Context: an optimization exercise on an open-source flow, tuned for small area, a short achievable clock period and few clock cycles per item. The choices shown serve that exercise and are no tape-out recipe. Power and IR drop assume default switching activity.

rev 12:
==> flow/design.v <==
`timescale 1ns/1ps
module cnnTop (
    input  logic                            i_clk,
    input  logic                            i_rstN,
    input  logic                            i_wrEn,
    input  logic [6-1:0]          i_wrAddr,
    input  logic [8-1:0]           i_wrData,
    input  logic                            i_start,
    output logic                            o_busy,
    output logic                            o_done,
    output logic signed [24-1:0] o_result,
    output logic                            o_led
);
    function automatic logic [17:0] csaSum(input logic [17:0] a, b, c);
        csaSum = a ^ b ^ c;
    endfunction
    function automatic logic [17:0] csaCry(input logic [17:0] a, b, c);
        csaCry = ((a & b) | (a & c) | (b & c)) << 1;
    endfunction
    logic [3:0] rstPipe;
    always_ff @(posedge i_clk) begin
        rstPipe <= {rstPipe[2:0], !i_rstN};
    end
    logic                   wrQ;
    logic [7:0]             rowQ, colQ;
    logic [8-1:0]  dataQ;
    always_ff @(posedge i_clk) begin
        if (!i_rstN) wrQ <= 1'b0;
        else         wrQ <= i_wrEn;
        for (int i = 0; i < 8; i++) begin
            rowQ[i] <= !i_rstN || (i_wrEn && i_wrAddr[5:3] == 3'(i));
            colQ[i] <= !i_rstN || i_wrAddr[2:0] == 3'(i);
        end
        dataQ <= i_wrData;
    end
    logic [8-1:0]      mem [64];
    logic [8-1:0]      memData;
    logic [64-1:0] wordSel;
    logic [8-1:0]      oldRead;
    assign memData = dataQ & {8{!rstPipe[0]}};
    always_comb begin
        oldRead = '0;
        for (int p = 0; p < 64; p++) begin
            wordSel[p] = rowQ[p / 8] && colQ[p % 8];
            oldRead    = oldRead | (mem[p] & {8{wordSel[p]}});
        end
    end
    always_ff @(posedge i_clk) begin
        for (int p = 0; p < 64; p++) begin
            if (wordSel[p]) mem[p] <= memData;
        end
    end
    logic                  wr1;
    logic [8-1:0] oldPix;
    logic [8-1:0] newPix;
    logic                  r0a, r7a, c0a, c7a;
    always_ff @(posedge i_clk) begin
        wr1    <= wrQ;
        oldPix <= oldRead;
        newPix <= dataQ;
        r0a    <= rowQ[0];
        r7a    <= rowQ[7];
        c0a    <= colQ[0];
        c7a    <= colQ[7];
    end
    logic signed [8:0] diff;
    logic              r0, r7, c0, c7;
    logic              xs3, xs2, xs1, xn, ys2, ys1, ys0, yn, zs, cOne, cTwo;
    always_ff @(posedge i_clk) begin
        diff <= wr1 ? $signed({1'b0, newPix}) - $signed({1'b0, oldPix}) : 9'sd0;
        r0   <= r0a;
        r7   <= r7a;
        c0   <= c0a;
        c7   <= c7a;
        {xs3, xs2, xs1, xn, ys2, ys1, ys0, yn, zs, cOne, cTwo} <= '0;
        case ({r0a, r7a, c0a, c7a})
            4'b0000: {xs3, ys0, yn, cOne}       <= '1;
            4'b0010: {xs1, xn, cOne}            <= '1;
            4'b0001: {xs3, ys1}                 <= '1;
            4'b1000: {xs3, ys2, zs}             <= '1;
            4'b0100: {xs2, xn, ys0, yn, cOne, cTwo} <= '1;
            4'b1010: {xs2}                      <= '1;
            4'b1001: {xs3, ys2}                 <= '1;
            4'b0110: {xs3, xn, cOne}            <= '1;
            default: ;
        endcase
    end
    logic rb, cb;
    assign rb = r0 | r7;
    assign cb = c0 | c7;
    logic [5:0] dl;
    logic [5:0] x0, y0, x1, y1, x2, y2;
    logic [5:0] l0Sum, l0Cry, l1Sum, l1Cry, l2Sum, l2Cry;
    logic [5:0] l0, l1, l2;    
    logic [4:0] l3h;           
    logic [5:0] l0Fb, l1Fb, l2Fb;
    logic [4:0] l3Fb;
    assign dl = diff[5:0];
    assign x0 = (rb | cb) ? dl << 2 : dl << 3;
    assign y0 = (rb ^ cb) ? dl << 1 : (rb | cb) ? 6'd0 : dl;
    assign x1 = (cb ? dl << 1 : 6'd0) ^ {6{c0}};
    assign y1 = (cb && !rb ? dl : 6'd0) ^ {6{c0}};
    assign x2 = (rb ? dl << 1 : 6'd0) ^ {6{r0}};
    assign y2 = (rb && !cb ? dl : 6'd0) ^ {6{r0}};
    assign l0Fb = l0 & {6{!rstPipe[2]}};
    assign l1Fb = l1 & {6{!rstPipe[2]}};
    assign l2Fb = l2 & {6{!rstPipe[2]}};
    assign l3Fb = l3h & {5{!rstPipe[2]}};
    assign l0Sum = 6'(csaSum(18'(l0Fb), 18'(x0), 18'(y0)));
    assign l0Cry = 6'(csaCry(18'(l0Fb), 18'(x0), 18'(y0)));
    assign l1Sum = 6'(csaSum(18'(l1Fb), 18'(x1), 18'(y1)));
    assign l1Cry = 6'(csaCry(18'(l1Fb), 18'(x1), 18'(y1))) | 6'(c0);
    assign l2Sum = 6'(csaSum(18'(l2Fb), 18'(x2), 18'(y2)));
    assign l2Cry = 6'(csaCry(18'(l2Fb), 18'(x2), 18'(y2))) | 6'(r0);
    logic [12:0] d13, xq, yq, zq, tqSum, tqCry;
    logic [12:0] tq;
    assign d13 = 13'(diff);
    assign xq  = (((d13 << 3) & {13{xs3}}) | ((d13 << 2) & {13{xs2}}) | ((d13 << 1) & {13{xs1}})) ^ {13{xn}};
    assign yq  = (((d13 << 2) & {13{ys2}}) | ((d13 << 1) & {13{ys1}}) | (d13 & {13{ys0}})) ^ {13{yn}};
    assign zq  = d13 & {13{zs}};
    assign tqSum = 13'(csaSum(18'(xq), 18'(yq), 18'(zq)));
    assign tqCry = 13'(csaCry(18'(xq), 18'(yq), 18'(zq))) | 13'(cTwo);
    always_ff @(posedge i_clk) begin
        l0  <= l0Sum + l0Cry;
        l1  <= 6'(({l1Sum, 1'b1} + {l1Cry, c0}) >> 1);
        l2  <= 6'(({l2Sum, 1'b1} + {l2Cry, r0}) >> 1);
        l3h <= l3Fb + dl[4:0];
        tq  <= 13'(({tqSum, 1'b1} + {tqCry, cOne}) >> 1);
    end
    logic [9:0] ca, cbv, cc, ce, cf, cs1, cc1, cs2, cc2, cs3, cc3, cSum;
    assign ca  = 10'(l0);
    assign cbv = 10'(l1) << 1;
    assign cc  = ~(10'(l2) << 1);
    assign ce  = ~(10'(l2));
    assign cf  = ~(10'(l3h) << 1);
    assign cs1 = 10'(csaSum(18'(ca), 18'(cbv), 18'(cc)));
    assign cc1 = 10'(csaCry(18'(ca), 18'(cbv), 18'(cc))) | 10'd1;
    assign cs2 = 10'(csaSum(18'(ce), 18'(cf), 18'(cs1)));
    assign cc2 = 10'(csaCry(18'(ce), 18'(cf), 18'(cs1))) | 10'd1;
    assign cs3 = 10'(csaSum(18'(cc1), 18'(cc2), 18'(cs2)));
    assign cc3 = 10'(csaCry(18'(cc1), 18'(cc2), 18'(cs2))) | 10'd1;
    assign cSum = cs3 + cc3;
    logic [17:0] q;
    logic [3:0]  flC;          
    always_ff @(posedge i_clk) begin
        q   <= (q & {18{!rstPipe[3]}}) + {{5{tq[12]}}, tq};
        flC <= cSum[9:6];
    end
    logic [11:0] resNext;
    assign resNext = q[17:6] - {{8{flC[3]}}, flC};
    logic       busy;
    logic [4:0] runPipe;
    logic       accept;
    assign accept = i_start && !busy;
    always_ff @(posedge i_clk) begin
        if (!i_rstN) begin
            busy     <= 1'b0;
            runPipe  <= '0;
            o_done   <= 1'b0;
            o_result <= '0;
        end else begin
            runPipe <= {runPipe[3:0], accept};
            o_done  <= runPipe[4];
            if (accept)      busy <= 1'b1;
            else if (o_done) busy <= 1'b0;
            if (runPipe[4]) o_result <= 24'($signed(resNext));
        end
    end
    assign o_busy = busy;
    assign o_led  = o_result[24-1];
endmodule
clock: 8.0 ns
lec_check: 0
cap_margin: 20
core_margin: 2
core_utilization: 40
cts_buf_list: sky130_fd_sc_hd__clkbuf_8
cts_cluster_diameter: 50
cts_cluster_size: 16
setup_slack_margin: 5
slew_margin: 20
run.sh (not shown) runs the stock make flow with config.mk's settings and CLKGATE_MAP_FILE= SYNTH_SCRIPT=/design/flow/synth_recipe.tcl, a recipe that flattens the netlist after the stock synthesis.
Changes in rev 13 relative to rev 12:
--- a/flow/design.v
+++ b/flow/design.v
@@ -128,25 +128,16 @@
         tq  <= 13'(({tqSum, 1'b1} + {tqCry, cOne}) >> 1);
     end
-    logic [9:0] ca, cbv, cc, ce, cf, cs1, cc1, cs2, cc2, cs3, cc3, cSum;
-    assign ca  = 10'(l0);
-    assign cbv = 10'(l1) << 1;
-    assign cc  = ~(10'(l2) << 1);
-    assign ce  = ~(10'(l2));
-    assign cf  = ~(10'(l3h) << 1);
-    assign cs1 = 10'(csaSum(18'(ca), 18'(cbv), 18'(cc)));
-    assign cc1 = 10'(csaCry(18'(ca), 18'(cbv), 18'(cc))) | 10'd1;
-    assign cs2 = 10'(csaSum(18'(ce), 18'(cf), 18'(cs1)));
-    assign cc2 = 10'(csaCry(18'(ce), 18'(cf), 18'(cs1))) | 10'd1;
-    assign cs3 = 10'(csaSum(18'(cc1), 18'(cc2), 18'(cs2)));
-    assign cc3 = 10'(csaCry(18'(cc1), 18'(cc2), 18'(cs2))) | 10'd1;
-    assign cSum = cs3 + cc3;
     logic [17:0] q;
-    logic [3:0]  flC;          
+    logic [7:0]  cU;    
+    logic [7:0]  cV;    
     always_ff @(posedge i_clk) begin
-        q   <= (q & {18{!rstPipe[3]}}) + {{5{tq[12]}}, tq};
-        flC <= cSum[9:6];
+        q  <= (q & {18{!rstPipe[3]}}) + {{5{tq[12]}}, tq};
+        cU <= 8'(l0) + {1'b0, l1, 1'b0};
+        cV <= 8'(l2) + {1'b0, l2, 1'b0} + {2'b0, l3h, 1'b0};
     end
-    logic [11:0] resNext;
-    assign resNext = q[17:6] - {{8{flC[3]}}, flC};
+    logic [17:0] rSum, rCry, resFull;
+    assign rSum    = csaSum(q, {10'h3ff, ~cU}, {10'd0, cV});
+    assign rCry    = csaCry(q, {10'h3ff, ~cU}, {10'd0, cV});
+    assign resFull = 18'(({rSum, 1'b1} + {rCry, 1'b1}) >> 1);
     logic       busy;
     logic [4:0] runPipe;
@@ -164,5 +155,5 @@
             if (accept)      busy <= 1'b1;
             else if (o_done) busy <= 1'b0;
-            if (runPipe[4]) o_result <= 24'($signed(resNext));
+            if (runPipe[4]) o_result <= 24'($signed(resFull[17:6]));
         end
     end
## What came out
Detailed route wirelength on metal3 sits higher in rev 13 than in rev 12. In the metrics for rev 12 and rev 13, the one carrying the higher part of the power in combinational logic is rev 12. From rev 12 to rev 13 the numbers moved as follows: flip-flop and latch count up 1.8%, cell total after placement rose by about 0.9%, design area went up about 2.6%, post-synthesis share of cell area spent on and, or, nand and nor gates decreased by 0.90 points relative to the old numbers, post-cts gate resize count moved down. Relative to rev 12, final worst setup slack has gone up in rev 13. [compare] base=rev 12 new=rev 13: area after synthesis now larger; power consumed by the clock network now larger; footprint of the multi-input gates now smaller; clock share of power now larger.
No run of this note included a check of the RTL's function; only the layout flow was run.

[re-timing with driven ports]
The results above use ideal ports. As a check the final layouts listed here were re-extracted and re-timed, cells and wires unchanged. Step 1: set_driving_cell puts a clkbuf_16 on i_clk and a buf_2 on each other input, an assumption about the parent block. Step 2 times the ports against the registers' clock, not the clock port: input delays grow and output delays shrink by t, the midpoint of the rising clock arrivals with the driver on. Slacks: ideal / step 1 / step 2; pairs: ideal / step 1.
run	shift t [ns]	setup WS [ns]	hold WS [ns]	worst setup path at the end	slew at the worst register clock pin (ns)
rev 12	0.742	4.871 / 4.871 / 4.871	0.336 / 0.336 / 0.336	register to register	0.11 / 0.11
rev 13	0.737	5.049 / 5.013 / 4.477	0.328 / 0.328 / 0.328	input to register	0.11 / 0.11
After both steps every run listed still meets setup and hold. For rev 13, which loses most, drivers alone change the setup slack by -0.036 ns; drivers and shift together by -0.572 ns.
